Background: an optimization exercise with open tools, aiming at small area, a short achievable clock period and few clock cycles per item. Do not read the settings as production practice. At most, simulation tests tie the RTL to the original design; equivalence was not proved. Power figures rest on the tool's default switching activity, not on a simulated workload.

Setup of job 7701:
## cla_mp_add_seq
module cla_mp_add_seq #(
    parameter int NUM_WORDS = 4
) (
    input  logic                                 clk,
    input  logic                                 rst,
    input  logic                                 in_valid,
    output logic                                 in_ready,
    input  logic [NUM_WORDS*cla_pkg::WORD_W-1:0] in_a,
    input  logic [NUM_WORDS*cla_pkg::WORD_W-1:0] in_b,
    input  logic                                 in_cin,
    input  logic                                 in_sub,
    output logic                                 out_valid,
    input  logic                                 out_ready,
    output logic [NUM_WORDS*cla_pkg::WORD_W-1:0] out_sum,
    output logic                                 out_cout,
    output logic                                 out_ovf,
    output logic                                 busy
);
For scale: roughly 2200 cells after synthesis, about 260 flip-flops, about 780 I/O pins, roughly 21000 um^2 of cells after synthesis.
export LEC_CHECK = 0
export ABC_AREA = 1
export CAP_MARGIN = 20
export CORE_ASPECT_RATIO = 0.4
export CORE_MARGIN = 2
export CORE_UTILIZATION = 50
export CTS_BUF_LIST = sky130_fd_sc_hd__clkbuf_4
export SETUP_SLACK_MARGIN = 5
export SLEW_MARGIN = 20
create_clock -name core_clock -period 10.0 [get_ports {clk}]
standard.sh (not shown) runs the stock make flow with config.mk's settings and CLKGATE_MAP_FILE= SYNTH_SCRIPT=/design/flow/synth_recipe.tcl, a recipe that flattens the netlist after the stock synthesis.
==> flow/flow/run.sh <==
#!/bin/bash
# Layout flow: the standard ORFS flow, with the port buffers inserted as the smallest buffer
# (repair_design and repair_timing still resize them where timing needs it).
set -euo pipefail
export BUFFER_PORTS_ARGS="-buffer_cell sky130_fd_sc_hd__buf_1"
bash standard.sh > standard_flow.log 2>&1
Setup changes, job 7701 to job 6590
# job 7701
export LEC_CHECK = 0
export ABC_AREA = 1
export CAP_MARGIN = 20
export CORE_ASPECT_RATIO = 0.4
export CORE_MARGIN = 2
export CORE_UTILIZATION = 50
export CTS_BUF_LIST = sky130_fd_sc_hd__clkbuf_4
export SETUP_SLACK_MARGIN = 5
export SLEW_MARGIN = 20
create_clock -name core_clock -period 10.0 [get_ports {clk}]
# job 6590
export LEC_CHECK = 0
export ABC_AREA = 1
export CAP_MARGIN = 20
export CORE_MARGIN = 2
export CORE_UTILIZATION = 40
export CTS_BUF_LIST = sky130_fd_sc_hd__clkbuf_4
export SETUP_SLACK_MARGIN = 5
export SLEW_MARGIN = 20
create_clock -name core_clock -period 10.0 [get_ports {clk}]
[summary]
- Summary — measured slew at the worst slew-check pin, job 6590 relative to job 7701: lower, by 0.050 ns.
- Cell at the slowest stage of the critical path: ha_1 -> job 7701, nand2_8 -> job 6590
- Job 6590: core area is about 25% higher than what job 7701 reported.
- Delta (job 6590 minus job 7701): worst path setup slack after routing went up; wire length on met2 went up; area growth from synthesis to final layout went up; count of plain and timing-repair buffers went down; final clock period utilization by the worst path went down.
- Per the comparison of job 6590 with job 7701, power density over the cells has increased; static leakage power climbed 0.000040 uW; worst hold slack picked up an extra 0.031 ns.
- Of job 7701 and job 6590, the run reporting the higher clock period minus final worst setup slack was job 7701.
[inputs] job 4668 vs job 6590
# job 6590
export LEC_CHECK = 0
export ABC_AREA = 1
export CAP_MARGIN = 20
export CORE_MARGIN = 2
export CORE_UTILIZATION = 40
export CTS_BUF_LIST = sky130_fd_sc_hd__clkbuf_4
export SETUP_SLACK_MARGIN = 5
export SLEW_MARGIN = 20
create_clock -name core_clock -period 10.0 [get_ports {clk}]
# job 4668
export LEC_CHECK = 0
export ABC_AREA = 1
export CAP_MARGIN = 20
export CORE_ASPECT_RATIO = 0.4
export CORE_MARGIN = 2
export CORE_UTILIZATION = 50
export CTS_BUF_LIST = sky130_fd_sc_hd__clkbuf_4
export PLACE_DENSITY = 0.75
export SETUP_SLACK_MARGIN = 5
export SLEW_MARGIN = 20
create_clock -name core_clock -period 10.0 [get_ports {clk}]
Results
- Taking job 6590 as the reference point, the number of tap cells inserted of job 4668 falls by 117.
- Looking at relative slew slack, job 4668 sits 11 points below job 6590.
- Compared with job 6590, job 4668 shows a lower area growth from synthesis to layout.
- Time the final worst path needs with I/O delays and setup for job 4668: 0.11 ns up relative to job 6590
- Going from job 6590 to job 4668, the relative contribution of the clock network to total power was found to have gone down by 1.8 points.
- Job 4668 ended with every stage complete and zero timing, DRC or antenna violations.
- Between job 6590 and job 4668, the flow reports clock-buffer cell count decreasing by more than 10%.
- [compare] base=job 6590 new=job 4668: total chip power decreased by 1.9% relative to the old numbers; maximum fanout along the worst path decreased by 32 relative to the old numbers; fraction of final layout cells sized beyond drive strength 1 increased by 0.37 points relative to the old numbers; die area decreased by 19% relative to the old numbers.
No run of this note included a check of the RTL's function; only the layout flow was run.


## v47
cla_mp_add_seq, a different RTL version from the one above (not shown whole).
Size in the first run: about 260 flip-flops.
export LEC_CHECK = 0
export ABC_AREA = 1
export CAP_MARGIN = 20
export CORE_MARGIN = 2
export CORE_UTILIZATION = 65
export CTS_BUF_LIST = sky130_fd_sc_hd__clkbuf_4 sky130_fd_sc_hd__clkbuf_8
export SETUP_SLACK_MARGIN = 5
export SLEW_MARGIN = 20
create_clock -name core_clock -period 10.0 [get_ports {clk}]
Scripts as last shown in full above: flow/flow/run.sh
No final results exist for v47, since it was stopped by error PPL-0024 during I/O pin placement.
Testbench counts of v47, summed over its fixed seeds: cycles 1,608, items 1,600.
Modified inputs, v50 compared to v47
- a deleted SETUP_SLACK_MARGIN that had been 5
- a change of CORE_UTILIZATION from 65 to 40
==> flow/flow/run.sh <==
#!/bin/bash
# Layout flow: the standard ORFS flow, with the port buffers inserted as the smallest buffer
# (repair_design and repair_timing still resize them where timing needs it), and timing repair
# aimed at a setup slack of 5.35 ns.
set -euo pipefail
export BUFFER_PORTS_ARGS="-buffer_cell sky130_fd_sc_hd__buf_1"
export SETUP_SLACK_MARGIN=5.35
bash standard.sh > standard_flow.log 2>&1
[summary]
v50: no failed stages, no open violations at the end
v47 has higher effective utilization at floorplan than v50.
Post-synthesis instance area: v50 vs v47 identical
Comparing v50 with v47, the async set-or-reset flop fraction in the synthesized netlist came out essentially unchanged.
Higher y dimension of the die among v50 and v47: v50
Of v50 and v47, the run reporting the lower total number of placement rows was v47.
Lower width of the die was reported by v47, not v50.
Input-level comparison between v9 and v50:
- CORE_UTILIZATION now 65, was 40
- SETUP_SLACK_MARGIN now 5, previously not set
==> flow/run.sh (new file) <==
#!/bin/bash
# synth_recipe.tcl (not shown) runs the flow's synth.tcl, then flattens the netlist and writes it again
# the make line also repeats each setting of config.mk as NAME=value (left out here)
make -C /OpenROAD-flow-scripts/flow DESIGN_CONFIG=/design/flow/config.mk WORK_HOME=/design/flow/orfs CLKGATE_MAP_FILE= SYNTH_SCRIPT=/design/flow/synth_recipe.tcl finish
removed: flow/flow/run.sh
removed: flow/standard.sh
### Flow results
What ended v9 was a tool error in I/O pin placement; the run never finished. v50 -> v9: fraction of the mapped netlist area in adder cells delta 0, exact match. v9 against v50: synthesized area now sits at about the same level, portion of the post-synthesis area used by sequential elements roughly the same, chip width -51 µm, post-synthesis instance total held, die span in y -about 20%.


Starting RTL as in the previous note.
## cla_mp_add_seq
module cla_mp_add_seq #(
    parameter int NUM_WORDS = 4
) (
    input  logic                                 clk,
    input  logic                                 rst,
    input  logic                                 in_valid,
    output logic                                 in_ready,
    input  logic [NUM_WORDS*cla_pkg::WORD_W-1:0] in_a,
    input  logic [NUM_WORDS*cla_pkg::WORD_W-1:0] in_b,
    input  logic                                 in_cin,
    input  logic                                 in_sub,
    output logic                                 out_valid,
    input  logic                                 out_ready,
    output logic [NUM_WORDS*cla_pkg::WORD_W-1:0] out_sum,
    output logic                                 out_cout,
    output logic                                 out_ovf,
    output logic                                 busy
);
export LEC_CHECK = 0
export ABC_AREA = 1
export CAP_MARGIN = 20
export CORE_MARGIN = 2
export CORE_UTILIZATION = 40
export SLEW_MARGIN = 20
create_clock -name core_clock -period 10.0 [get_ports {clk}]
run.sh (not shown) runs the stock make flow with config.mk's settings and CLKGATE_MAP_FILE= SYNTH_SCRIPT=/design/flow/synth_recipe.tcl, a recipe that flattens the netlist after the stock synthesis.
Stock flow here: none of the scripts above is used.
The starting point ran to the end with no violations.
Testbench counts at the start, summed over its fixed seeds: cycles 1,608, items 1,600.
==> next run, changes <==
==> flow/flow/run.sh (new file) <==
#!/bin/bash
# Layout flow: the standard ORFS flow, with the port buffers inserted as the smallest buffer
# (repair_design and repair_timing still resize them where timing needs it).
set -euo pipefail
export BUFFER_PORTS_ARGS="-buffer_cell sky130_fd_sc_hd__buf_1"
bash standard.sh > standard_flow.log 2>&1
==> flow/standard.sh (new file) <==
#!/bin/bash
# synth_recipe.tcl (not shown) runs the flow's synth.tcl, then flattens the netlist and writes it again
# the make line also repeats each setting of config.mk as NAME=value (left out here)
make -C /OpenROAD-flow-scripts/flow DESIGN_CONFIG=/design/flow/config.mk WORK_HOME=/design/flow/orfs CLKGATE_MAP_FILE= SYNTH_SCRIPT=/design/flow/synth_recipe.tcl "${@:-finish}"
Settings changed: CTS_BUF_LIST from default to sky130_fd_sc_hd__clkbuf_4 sky130_fd_sc_hd__clkbuf_8, SETUP_SLACK_MARGIN from default to 5.
removed: flow/run.sh
Outcome: The new run completed without violations. Fmax rose by a quarter to a third. Register-to-register slack improved by 0.16 ns. Routed wire length decreases by a few percent. Setup slack gains 1.3 ns. Critical path depth came out lower by 3. Sequential power is about the same.

## re-timing with driven ports
Ports are ideal in the flow. The routed layouts listed here were re-timed in OpenROAD.
Step 1 sets driving cells, clkbuf_16 on the clock port and buf_2 on the other inputs (assumed; they add their load-dependent delay and slew).
Step 2 times the ports against the registers' clock, not the clock port: input delays grow and output delays shrink by t, the midpoint of the rising clock arrivals with the driver on.
Slacks: ideal ports / drivers / drivers and shift; pairs: ideal ports / drivers.
run | t (ns) | slack for setup (ns) | clock arrival spread, ns
job 7701 | 0.817 | 5.186 / 5.184 / 4.367 | 0.054 / 0.054
job 6590 | 0.850 | 5.215 / 5.179 / 4.329 | 0.071 / 0.072
job 4668 | 0.820 | 5.102 / 5.083 / 4.263 | 0.063 / 0.063
v50 | 0.710 | 5.051 / 4.829 / 4.118 | 0.030 / 0.031
the first run of note 3 | 0.599 | 3.676 / 3.684 / 3.085 | 0.014 / 0.014
the second run of note 3 | 0.674 | 5.013 / 4.826 / 4.152 | 0.038 / 0.038
After both steps setup and hold are still met in every run listed. The setup slack of v50, which loses most, moves by -0.222 ns with the drivers and by -0.933 ns with both steps.
